Source: an optimization exercise on an open RTL-to-GDS flow (aim: small area and a short achievable clock period). Production flows keep margins and buffers that such runs may drop.
In this exercise RTL edits were held to simulation tests only and were not proved equivalent to the original.

==> inputs of run a <==
==> flow/design.v <==
module chunk_window
(
    input  logic [15:0] v,           
    input  logic [15:0] u,           
    output logic [63:0] lsel,        
    output logic [63:0] usel,        
    output logic [3:0]  vld,         
    output logic [3:0]  unc,         
    output logic [3:0]  lo,          
    output logic [3:0]  hi,          
    output logic [11:0] idx,         
    output logic [15:0] ack,         
    output logic        done0,       
    output logic        done1        
);
    logic [15:0] g, p, m;
    always_comb begin
        logic [15:0] f0, f1, n0, n1;
        g = v & u;
        f0 = g;
        f1 = '0;
        for (int d = 1; d < 16; d = d * 2) begin
            n0 = f0;
            n1 = f1;
            for (int i = d; i < 16; i++) begin
                n0[i] = f0[i-d] ? f1[i] : f0[i];
                n1[i] = f1[i-d] ? f1[i] : f0[i];
            end
            f0 = n0;
            f1 = n1;
        end
        p = f0;
        m[0] = v[0];
        for (int i = 1; i < 16; i++) m[i] = v[i] & ~p[i-1];
    end
    logic [15:0] pp;
    always_comb begin
        logic [15:0] hv, hp, nv, np;
        hv = v;
        hp = p;
        for (int d = 1; d < 16; d = d * 2) begin
            nv = hv;
            np = hp;
            for (int i = d; i < 16; i++) begin
                nv[i] = hv[i] | hv[i-d];
                np[i] = hv[i] ? hp[i] : hp[i-d];
            end
            hv = nv;
            hp = np;
        end
        pp[0] = 1'b0;
        for (int i = 1; i < 16; i++) pp[i] = hp[i-1];
    end
    logic [95:0] eq;
    function automatic logic [5:0] sat_add(input logic [5:0] a, input logic [5:0] b);
        sat_add = '0;
        for (int x = 0; x <= 5; x++)
            for (int y = 0; y <= 5; y++)
                if (a[x] && b[y]) sat_add[(x + y > 5) ? 5 : x + y] = 1'b1;
    endfunction
    function automatic logic [5:0] sat_add3(input logic [5:0] a, input logic [5:0] b,
                                            input logic [5:0] c);
        sat_add3 = '0;
        for (int x = 0; x <= 5; x++)
            for (int y = 0; y <= 5; y++)
                for (int z = 0; z <= 5; z++)
                    if (a[x] && b[y] && c[z]) sat_add3[(x + y + z > 5) ? 5 : x + y + z] = 1'b1;
    endfunction
    function automatic logic [5:0] oh_count(input logic [3:0] x, input int n);
        logic [2:0] c01, c23;
        c01 = {x[0] & x[1], x[0] ^ x[1], ~(x[0] | x[1])};
        c23 = {x[2] & x[3], x[2] ^ x[3], ~(x[2] | x[3])};
        case (n)
            0: oh_count = 6'b000001;
            1: oh_count = {4'd0, x[0], ~x[0]};
            2: oh_count = {3'd0, c01};
            3: oh_count = {2'd0, c01[2] & x[2], (c01[2] & ~x[2]) | (c01[1] & x[2]),
                           (c01[1] & ~x[2]) | (c01[0] & x[2]), c01[0] & ~x[2]};
            default: oh_count = {1'b0, c01[2] & c23[2],
                                 (c01[2] & c23[1]) | (c01[1] & c23[2]),
                                 (c01[2] & c23[0]) | (c01[1] & c23[1]) | (c01[0] & c23[2]),
                                 (c01[1] & c23[0]) | (c01[0] & c23[1]),
                                 c01[0] & c23[0]};
        endcase
    endfunction
    logic [5:0] gt [4];
    logic [5:0] gc [4];
    always_comb begin
        for (int g = 0; g < 4; g++) gt[g] = oh_count(m[4*g +: 4], 4);
        gc[0] = 6'b000001;
        gc[1] = gt[0];
        gc[2] = sat_add(gt[0], gt[1]);
        gc[3] = sat_add3(gt[0], gt[1], gt[2]);
        for (int i = 0; i < 16; i++)
            eq[6*i +: 6] = sat_add(gc[i/4], oh_count(m[4*(i/4) +: 4], i % 4));
    end
    logic [79:0] sel;            
    logic [15:0] hva, ok, hu;
    logic [5:0]  tot;            
    logic        inc;            
    always_comb begin
        logic [15:0] s, sn;
        logic [2:0]  ix;
        logic        any, su;
        hva[15] = 1'b0;
        for (int i = 14; i >= 0; i--) hva[i] = hva[i+1] | v[i+1];
        ok = ~u | hva;
        hu[0] = 1'b0;
        for (int i = 1; i < 16; i++) hu[i] = ~v[i-1] & pp[i];
        tot = sat_add(sat_add3(gt[0], gt[1], gt[2]), gt[3]);
        inc = (|v) & (v[15] ? p[15] : pp[15] & ~v[15]);
        for (int w = 0; w < 5; w++)
            for (int i = 0; i < 16; i++)
                sel[16*w+i] = m[i] & eq[6*i+w];
        for (int w = 0; w < 4; w++) begin
            s  = sel[16*w +: 16];
            sn = sel[16*(w+1) +: 16];
            any = 1'b0;
            for (int k = w + 2; k <= 5; k++) any = any | tot[k];
            vld[w] = any | (tot[w+1] & ~inc);
            lsel[16*w +: 16] = s & ok;
            usel[16*w +: 16] = ({s[14:0] & u[14:0], 1'b0} & v) | (sn & hu);
            su = 1'b0;
            ix = '0;
            for (int i = 0; i < 16; i++) begin
                su = su | (s[i] & u[i]);
                ix = ix | (s[i] ? 3'(i) : 3'd0);
            end
            unc[w] = vld[w] & su;
            idx[3*w +: 3] = vld[w] ? ix : 3'd0;
            any = 1'b0;
            for (int k = w + 1; k <= 5; k++) any = any | gc[2][k];
            lo[w] = vld[w] & any;
            hi[w] = vld[w] & ~any;
        end
    end
    always_comb begin
        logic le3, le4;
        for (int i = 0; i < 16; i++) begin
            le3 = eq[6*i] | eq[6*i+1] | eq[6*i+2] | eq[6*i+3];
            le4 = le3 | eq[6*i+4];
            if (m[i])
                ack[i] = (le3 & ok[i]) | (le4 & hu[i]);
            else
                ack[i] = v[i] & le4;
        end
        done0 = (|v[7:0])  & ((v[7:0]  & ~ack[7:0])  == 8'd0);
        done1 = (|v[15:8]) & ((v[15:8] & ~ack[15:8]) == 8'd0);
    end
endmodule
module istream
#(
    parameter int          NUM_SETS = 8,
    parameter logic [31:0] INIT_PC  = 32'h8000_0000
) (
    input  logic          CLK,
    input  logic          nRST,
    input  logic          enq_valid,
    input  logic [127:0]  enq_chunks,
    input  logic [7:0]    enq_valid_mask,
    input  logic [27:0]   enq_after_pc28,
    output logic          stall_enq,
    output logic          deq_valid,
    output logic [3:0]    deq_way_valid,
    output logic [3:0]    deq_way_uncompressed,
    output logic [63:0]   deq_way_lower,
    output logic [63:0]   deq_way_upper,
    output logic [127:0]  deq_way_pc,
    input  logic          stall_deq,
    input  logic          restart,
    input  logic [31:0]   restart_pc
);
    logic [127:0] chunks_e [4];
    logic [127:0] chunks_o [4];
    logic [27:0]  after_e  [4];
    logic [27:0]  after_o  [4];
    logic [7:0]   mask_e   [4];
    logic [7:0]   mask_o   [4];
    logic [2:0]   head_ptr;
    logic [2:0]   enq_ptr;
    logic [8:0]   cnt;           
    logic [27:0]  head_pc28;
    logic [15:0]  wv;            
    logic [15:0]  wu;            
    logic [15:0]  ack;           
    logic         done0, done1;  
    logic [3:0]   rs_e, rs_o;    
    logic [63:0]  lsel, usel;
    logic [3:0]   vld, unc, lo, hi;
    logic [11:0]  idx;
    function automatic logic [7:0] unc8(input logic [127:0] c);
        for (int i = 0; i < 8; i++) unc8[i] = c[16*i] & c[16*i+1];
    endfunction
    logic [2:0]   h2_ptr, h3_ptr;
    logic [255:0] win;
    logic [27:0]  after0, after1;
    logic [7:0]   mask2, mask3, unc2, unc3;
    logic [1:0]   row2, row3;
    logic [127:0] rd_e, rd_o;
    logic [27:0]  ra_e, ra_o;
    assign h2_ptr = head_ptr + 3'd2;
    assign h3_ptr = head_ptr + 3'd3;
    always_comb begin
        rd_e = '0;
        rd_o = '0;
        ra_e = '0;
        ra_o = '0;
        for (int r = 0; r < 4; r++) begin
            rd_e = rd_e | (rs_e[r] ? chunks_e[r] : 128'd0);
            rd_o = rd_o | (rs_o[r] ? chunks_o[r] : 128'd0);
            ra_e = ra_e | (rs_e[r] ? after_e[r] : 28'd0);
            ra_o = ra_o | (rs_o[r] ? after_o[r] : 28'd0);
        end
    end
    assign win    = {rd_o, rd_e};
    assign after0 = head_ptr[0] ? ra_o : ra_e;
    assign after1 = head_ptr[0] ? ra_e : ra_o;
    assign row2 = h2_ptr[2:1];
    assign row3 = h3_ptr[2:1];
    assign mask2 = h2_ptr[0] ? mask_o[row2] : mask_e[row2];
    assign mask3 = h3_ptr[0] ? mask_o[row3] : mask_e[row3];
    assign unc2  = unc8(h2_ptr[0] ? chunks_o[row2] : chunks_e[row2]);
    assign unc3  = unc8(h3_ptr[0] ? chunks_o[row3] : chunks_e[row3]);
    always_comb begin
        for (int w = 0; w < 4; w++) begin
            logic [15:0] lw, uw;
            lw = '0;
            uw = '0;
            for (int i = 0; i < 16; i++) begin
                lw = lw | (lsel[16*w+i] ? win[16*i +: 16] : 16'd0);
                uw = uw | (usel[16*w+i] ? win[16*i +: 16] : 16'd0);
            end
            deq_way_lower[16*w +: 16] = lw;
            deq_way_upper[16*w +: 16] = uw;
            deq_way_pc[32*w +: 32] = {(lo[w] ? head_pc28 : 28'd0) | (hi[w] ? after0 : 28'd0),
                                      idx[3*w +: 3], 1'b0};
        end
    end
    assign deq_way_valid        = vld;
    assign deq_way_uncompressed = unc;
    assign deq_valid            = vld[0];
    logic        full, enq_fire;
    logic        pop1, pop2, nopop;
    logic        em_h0, em_h1;
    logic [7:0]  m2g, m3g;
    logic [7:0]  t0, t1, cv1;
    logic [7:0]  eu;
    logic [15:0] next_wv, next_wu;
    logic [8:0]  next_cnt;
    assign full = cnt[8];
    assign stall_enq = full;
    assign enq_fire = enq_valid & ~full;
    assign eu = unc8(enq_chunks);
    always_comb begin
        pop2  = ~stall_deq & done0 & done1;
        pop1  = ~stall_deq & done0 & ~done1;
        nopop = stall_deq | ~done0;
        m2g = (|cnt[8:3]) ? mask2 : 8'd0;
        m3g = (|cnt[8:4]) ? mask3 : 8'd0;
        t0  = wv[7:0]  & ~(stall_deq ? 8'd0 : ack[7:0]);
        t1  = wv[15:8] & ~(stall_deq ? 8'd0 : ack[15:8]);
        cv1 = wv[15:8] & ~ack[15:8];
        em_h0 = enq_fire & (cnt[0] | (pop1 & cnt[1]) | (pop2 & cnt[2]));
        em_h1 = enq_fire & ((nopop & cnt[1]) | (pop1 & cnt[2]) | (pop2 & cnt[3]));
        next_wv[7:0]  = (nopop ? t0 : 8'd0) | (pop1 ? cv1 : 8'd0) | (pop2 ? m2g : 8'd0)
                      | (em_h0 ? enq_valid_mask : 8'd0);
        next_wv[15:8] = (nopop ? t1 : 8'd0) | (pop1 ? m2g : 8'd0) | (pop2 ? m3g : 8'd0)
                      | (em_h1 ? enq_valid_mask : 8'd0);
        if (restart) next_wv = '0;
        if (pop2)      next_wu[7:0] = cnt[2] ? eu : unc2;
        else if (pop1) next_wu[7:0] = cnt[1] ? eu : wu[15:8];
        else           next_wu[7:0] = cnt[0] ? eu : wu[7:0];
        if (pop2)      next_wu[15:8] = cnt[3] ? eu : unc3;
        else if (pop1) next_wu[15:8] = cnt[2] ? eu : unc2;
        else           next_wu[15:8] = cnt[1] ? eu : wu[15:8];
        for (int i = 0; i < 9; i++) begin
            next_cnt[i] = (nopop & (enq_fire ? (i > 0 && cnt[i-1]) : cnt[i]))
                        | (pop1 & (enq_fire ? cnt[i] : (i < 8 && cnt[i+1])))
                        | (pop2 & (enq_fire ? (i < 8 && cnt[i+1]) : (i < 7 && cnt[i+2])));
        end
        if (restart) next_cnt = 9'd1;
    end
    logic [63:0] n_lsel, n_usel;
    logic [3:0]  n_vld, n_unc, n_lo, n_hi;
    logic [11:0] n_idx;
    logic [15:0] n_ack;
    logic        n_done0, n_done1;
    logic [2:0]  n_head;
    logic [3:0]  n_rs_e, n_rs_o;
    chunk_window i_next_window (
        .v     (next_wv),
        .u     (next_wu),
        .lsel  (n_lsel),
        .usel  (n_usel),
        .vld   (n_vld),
        .unc   (n_unc),
        .lo    (n_lo),
        .hi    (n_hi),
        .idx   (n_idx),
        .ack   (n_ack),
        .done0 (n_done0),
        .done1 (n_done1)
    );
    function automatic logic [63:0] bank_order(input logic [63:0] s, input logic odd);
        for (int w = 0; w < 4; w++)
            bank_order[16*w +: 16] = odd ? {s[16*w +: 8], s[16*w+8 +: 8]} : s[16*w +: 16];
    endfunction
    always_comb begin
        n_head = restart ? 3'd0 : head_ptr + {1'b0, pop2, pop1};
        n_rs_o = 4'd1 << n_head[2:1];
        n_rs_e = 4'd1 << (n_head[2:1] + {1'b0, n_head[0]});
    end
    always_ff @(posedge CLK) begin
        if (enq_fire && !enq_ptr[0]) begin
            chunks_e[enq_ptr[2:1]] <= enq_chunks;
            after_e[enq_ptr[2:1]]  <= enq_after_pc28;
            mask_e[enq_ptr[2:1]]   <= enq_valid_mask;
        end
        if (enq_fire && enq_ptr[0]) begin
            chunks_o[enq_ptr[2:1]] <= enq_chunks;
            after_o[enq_ptr[2:1]]  <= enq_after_pc28;
            mask_o[enq_ptr[2:1]]   <= enq_valid_mask;
        end
        wu <= next_wu;
    end
    always_ff @(posedge CLK or negedge nRST) begin
        if (!nRST) begin
            head_ptr  <= '0;
            enq_ptr   <= '0;
            cnt       <= 9'd1;
            head_pc28 <= INIT_PC[31:4];
            rs_e      <= 4'd1;
            rs_o      <= 4'd1;
            wv        <= '0;
            ack       <= '0;
            done0     <= 1'b0;
            done1     <= 1'b0;
            lsel      <= '0;
            usel      <= '0;
            vld       <= '0;
            unc       <= '0;
            lo        <= '0;
            hi        <= '0;
            idx       <= '0;
        end else begin
            if (restart) begin
                enq_ptr   <= '0;
                head_pc28 <= restart_pc[31:4];
            end else begin
                enq_ptr   <= enq_ptr + {2'd0, enq_fire};
                head_pc28 <= pop2 ? after1 : (pop1 ? after0 : head_pc28);
            end
            head_ptr <= n_head;
            cnt      <= next_cnt;
            rs_e     <= n_rs_e;
            rs_o     <= n_rs_o;
            wv       <= next_wv;
            ack      <= n_ack;
            done0    <= n_done0;
            done1    <= n_done1;
            lsel     <= bank_order(n_lsel, n_head[0]);
            usel     <= bank_order(n_usel, n_head[0]);
            vld      <= n_vld;
            unc      <= n_unc;
            lo       <= n_lo;
            hi       <= n_hi;
            idx      <= n_idx;
        end
    end
endmodule
==> flow/flow/run.sh <==
#!/bin/bash
# The standard layout, with the timing repair aimed further below the clock period
set -euo pipefail
bash standard.sh SETUP_SLACK_MARGIN=9 finish > standard.log 2>&1
==> flow/standard.sh <==
#!/bin/bash
# synth_recipe.tcl (not shown) runs the flow's synth.tcl, then flattens the netlist and writes it again
# the make line also repeats each setting of config.mk as NAME=value (left out here)
make -C /OpenROAD-flow-scripts/flow DESIGN_CONFIG=/design/flow/config.mk WORK_HOME=/design/flow/orfs CLKGATE_MAP_FILE= SYNTH_SCRIPT=/design/flow/synth_recipe.tcl "${@:-finish}"
==> flow/config.mk <==
export PLATFORM = sky130hd
export DESIGN_NAME = istream
export DESIGN_NICKNAME = istream
export VERILOG_FILES = /design/flow/design.v
export SDC_FILE = /design/flow/constraint.sdc
export NUM_CORES = 4
export LEC_CHECK = 0
export CAP_MARGIN = 30
export CORE_MARGIN = 2
export CORE_UTILIZATION = 25
export SETUP_SLACK_MARGIN = 5
export SLEW_MARGIN = 30
==> flow/constraint.sdc <==
create_clock -name core_clock -period 16.0 [get_ports {CLK}]
set_input_delay 3.2000 -clock core_clock [delete_from_list [all_inputs] [get_ports {CLK}]]
set_output_delay 3.2000 -clock core_clock [all_outputs]
set_load 0.01 [all_outputs]
==> inputs of run b, as changes to run a <==
==> flow/flow/run.sh (replaced) <==
#!/bin/bash
# The standard layout: the standard synthesis unchanged, then the rest with
# the timing repair aimed further below the clock period and without the
# delay cells (they only slow the ports and the repaired paths here)
set -euo pipefail
bash standard.sh synth > standard_synth.log 2>&1
bash standard.sh SETUP_SLACK_MARGIN=9 "DONT_USE_CELLS=sky130_fd_sc_hd__probe_p_8 sky130_fd_sc_hd__probec_p_8 sky130_fd_sc_hd__lpflow_bleeder_1 sky130_fd_sc_hd__lpflow_clkbufkapwr_1 sky130_fd_sc_hd__lpflow_clkbufkapwr_16 sky130_fd_sc_hd__lpflow_clkbufkapwr_2 sky130_fd_sc_hd__lpflow_clkbufkapwr_4 sky130_fd_sc_hd__lpflow_clkbufkapwr_8 sky130_fd_sc_hd__lpflow_clkinvkapwr_1 sky130_fd_sc_hd__lpflow_clkinvkapwr_16 sky130_fd_sc_hd__lpflow_clkinvkapwr_2 sky130_fd_sc_hd__lpflow_clkinvkapwr_4 sky130_fd_sc_hd__lpflow_clkinvkapwr_8 sky130_fd_sc_hd__lpflow_decapkapwr_12 sky130_fd_sc_hd__lpflow_decapkapwr_3 sky130_fd_sc_hd__lpflow_decapkapwr_4 sky130_fd_sc_hd__lpflow_decapkapwr_6 sky130_fd_sc_hd__lpflow_decapkapwr_8 sky130_fd_sc_hd__lpflow_inputiso0n_1 sky130_fd_sc_hd__lpflow_inputiso0p_1 sky130_fd_sc_hd__lpflow_inputiso1n_1 sky130_fd_sc_hd__lpflow_inputiso1p_1 sky130_fd_sc_hd__lpflow_inputisolatch_1 sky130_fd_sc_hd__lpflow_isobufsrc_1 sky130_fd_sc_hd__lpflow_isobufsrc_16 sky130_fd_sc_hd__lpflow_isobufsrc_2 sky130_fd_sc_hd__lpflow_isobufsrc_4 sky130_fd_sc_hd__lpflow_isobufsrc_8 sky130_fd_sc_hd__lpflow_isobufsrckapwr_16 sky130_fd_sc_hd__lpflow_lsbuf_lh_hl_isowell_tap_1 sky130_fd_sc_hd__lpflow_lsbuf_lh_hl_isowell_tap_2 sky130_fd_sc_hd__lpflow_lsbuf_lh_hl_isowell_tap_4 sky130_fd_sc_hd__lpflow_lsbuf_lh_isowell_4 sky130_fd_sc_hd__lpflow_lsbuf_lh_isowell_tap_1 sky130_fd_sc_hd__lpflow_lsbuf_lh_isowell_tap_2 sky130_fd_sc_hd__lpflow_lsbuf_lh_isowell_tap_4 sky130_fd_sc_hd__fill_1 sky130_fd_sc_hd__fill_2 sky130_fd_sc_hd__fill_4 sky130_fd_sc_hd__fill_8  sky130_fd_sc_hd__clkdlybuf4s15_1 sky130_fd_sc_hd__clkdlybuf4s15_2 sky130_fd_sc_hd__clkdlybuf4s18_1 sky130_fd_sc_hd__clkdlybuf4s18_2 sky130_fd_sc_hd__clkdlybuf4s25_1 sky130_fd_sc_hd__clkdlybuf4s25_2 sky130_fd_sc_hd__clkdlybuf4s50_1 sky130_fd_sc_hd__clkdlybuf4s50_2 sky130_fd_sc_hd__dlygate4sd1_1 sky130_fd_sc_hd__dlygate4sd2_1 sky130_fd_sc_hd__dlygate4sd3_1 sky130_fd_sc_hd__dlymetal6s2s_1 sky130_fd_sc_hd__dlymetal6s4s_1 sky130_fd_sc_hd__dlymetal6s6s_1" finish > standard.log 2>&1
--- a/flow/config.mk
+++ b/flow/config.mk
@@ -10,2 +10,5 @@
 export CORE_UTILIZATION = 25
+export CTS_BUF_LIST = sky130_fd_sc_hd__clkbuf_16
+export CTS_CLUSTER_DIAMETER = 80
+export CTS_CLUSTER_SIZE = 24
 export SETUP_SLACK_MARGIN = 5
==> tab_implementation.tex <==
\begin{tabular}{lr}
\hline
Metric & Value \\
\hline
\multicolumn{2}{l}{\textbf{Critical path}} \\
\quad Total stage count of the critical path & 34 \\
\quad Reg-to-reg critical path endpoint & vld[1] \\
\multicolumn{2}{l}{\textbf{Layout}} \\
\quad Most frequent cells in the layout & edfxtp\_1 (1312), buf\_1 (705), a22o\_1 (662) \\
\multicolumn{2}{l}{\textbf{Placement}} \\
\quad Instance area at placement & 81800 um\^{}2 \\
\multicolumn{2}{l}{\textbf{Outcome}} \\
\quad Result of the run & timing/DRC/antenna clean \\
\multicolumn{2}{l}{\textbf{Routing}} \\
\quad Total iterations of the first detailed-routing run & 22 \\
\multicolumn{2}{l}{\textbf{Global route}} \\
\quad Fraction of met2 tracks used by global routing & between 30\% and 40\% \\
\hline
\end{tabular}
The numbers above come from run b.

==> tab_implementation.tex <==
\begin{tabular}{lr}
\hline
Metric & Value \\
\hline
\multicolumn{2}{l}{\textbf{Critical path}} \\
\quad Reg-to-reg critical path endpoint & lo[0] \\
\multicolumn{2}{l}{\textbf{Routing}} \\
\quad Number of vias per cell & 6.55 \\
\quad Total iterations of the first detailed-routing run & 28 \\
\quad DR vias & 71.8k \\
\multicolumn{2}{l}{\textbf{Clock tree}} \\
\quad CTS tree & yes \\
\quad Maximum clock path buffer count & 4 \\
\quad Gates resized, CTS repair & roughly 860 \\
\quad Clock latency on the worst-skew pair & 0.87 ns \\
\multicolumn{2}{l}{\textbf{STA}} \\
\quad Final Skew & 0.0565 ns \\
\quad Period minus WS final & 7.77 ns \\
\multicolumn{2}{l}{\textbf{Outcome}} \\
\quad Result of the run & timing/DRC/antenna clean \\
\multicolumn{2}{l}{\textbf{Layout}} \\
\quad Most frequent cells in the layout & edfxtp\_1 (1312), a22o\_1 (662), a221oi\_1 (529) \\
\multicolumn{2}{l}{\textbf{Placement}} \\
\quad Instance area at placement & roughly 85000 um\^{}2 \\
\multicolumn{2}{l}{\textbf{Floorplanning}} \\
\quad Number of I/O pins & 467 \\
\hline
\end{tabular}
The numbers above come from run a.

-- static timing again, ports no longer ideal --
In the flow no input, the clock included, has a driving cell. The finished layouts below were timed again as built, in two steps.
Step 1 (the two cells are an assumption about what drives the block):
set clk [get_ports {CLK}]
set_driving_cell -lib_cell sky130_fd_sc_hd__clkbuf_16 $clk
set_driving_cell -lib_cell sky130_fd_sc_hd__buf_2 [delete_from_list [all_inputs] $clk]
Step 2 moves the port delays by t, midway between the first and last clock arrival at a register: inputs arrive t later, outputs are due t later. That takes back most of the time a late clock gives input paths.
Three values: no drivers, after step 1, after step 2; two values: the first two.
run | shift t [ns] | setup slack, ns | clock arrival spread, ns | worst register clock-pin slew, ns
run a | 0.950 | 8.230 / 8.205 / 7.256 | 0.064 / 0.065 | 0.07 / 0.07
run b | 0.861 | 8.010 / 8.027 / 7.166 | 0.041 / 0.041 | 0.11 / 0.11
After both steps every run listed still meets setup and hold. For run a, which loses most, drivers alone change the setup slack by -0.025 ns; drivers and shift together by -0.974 ns.
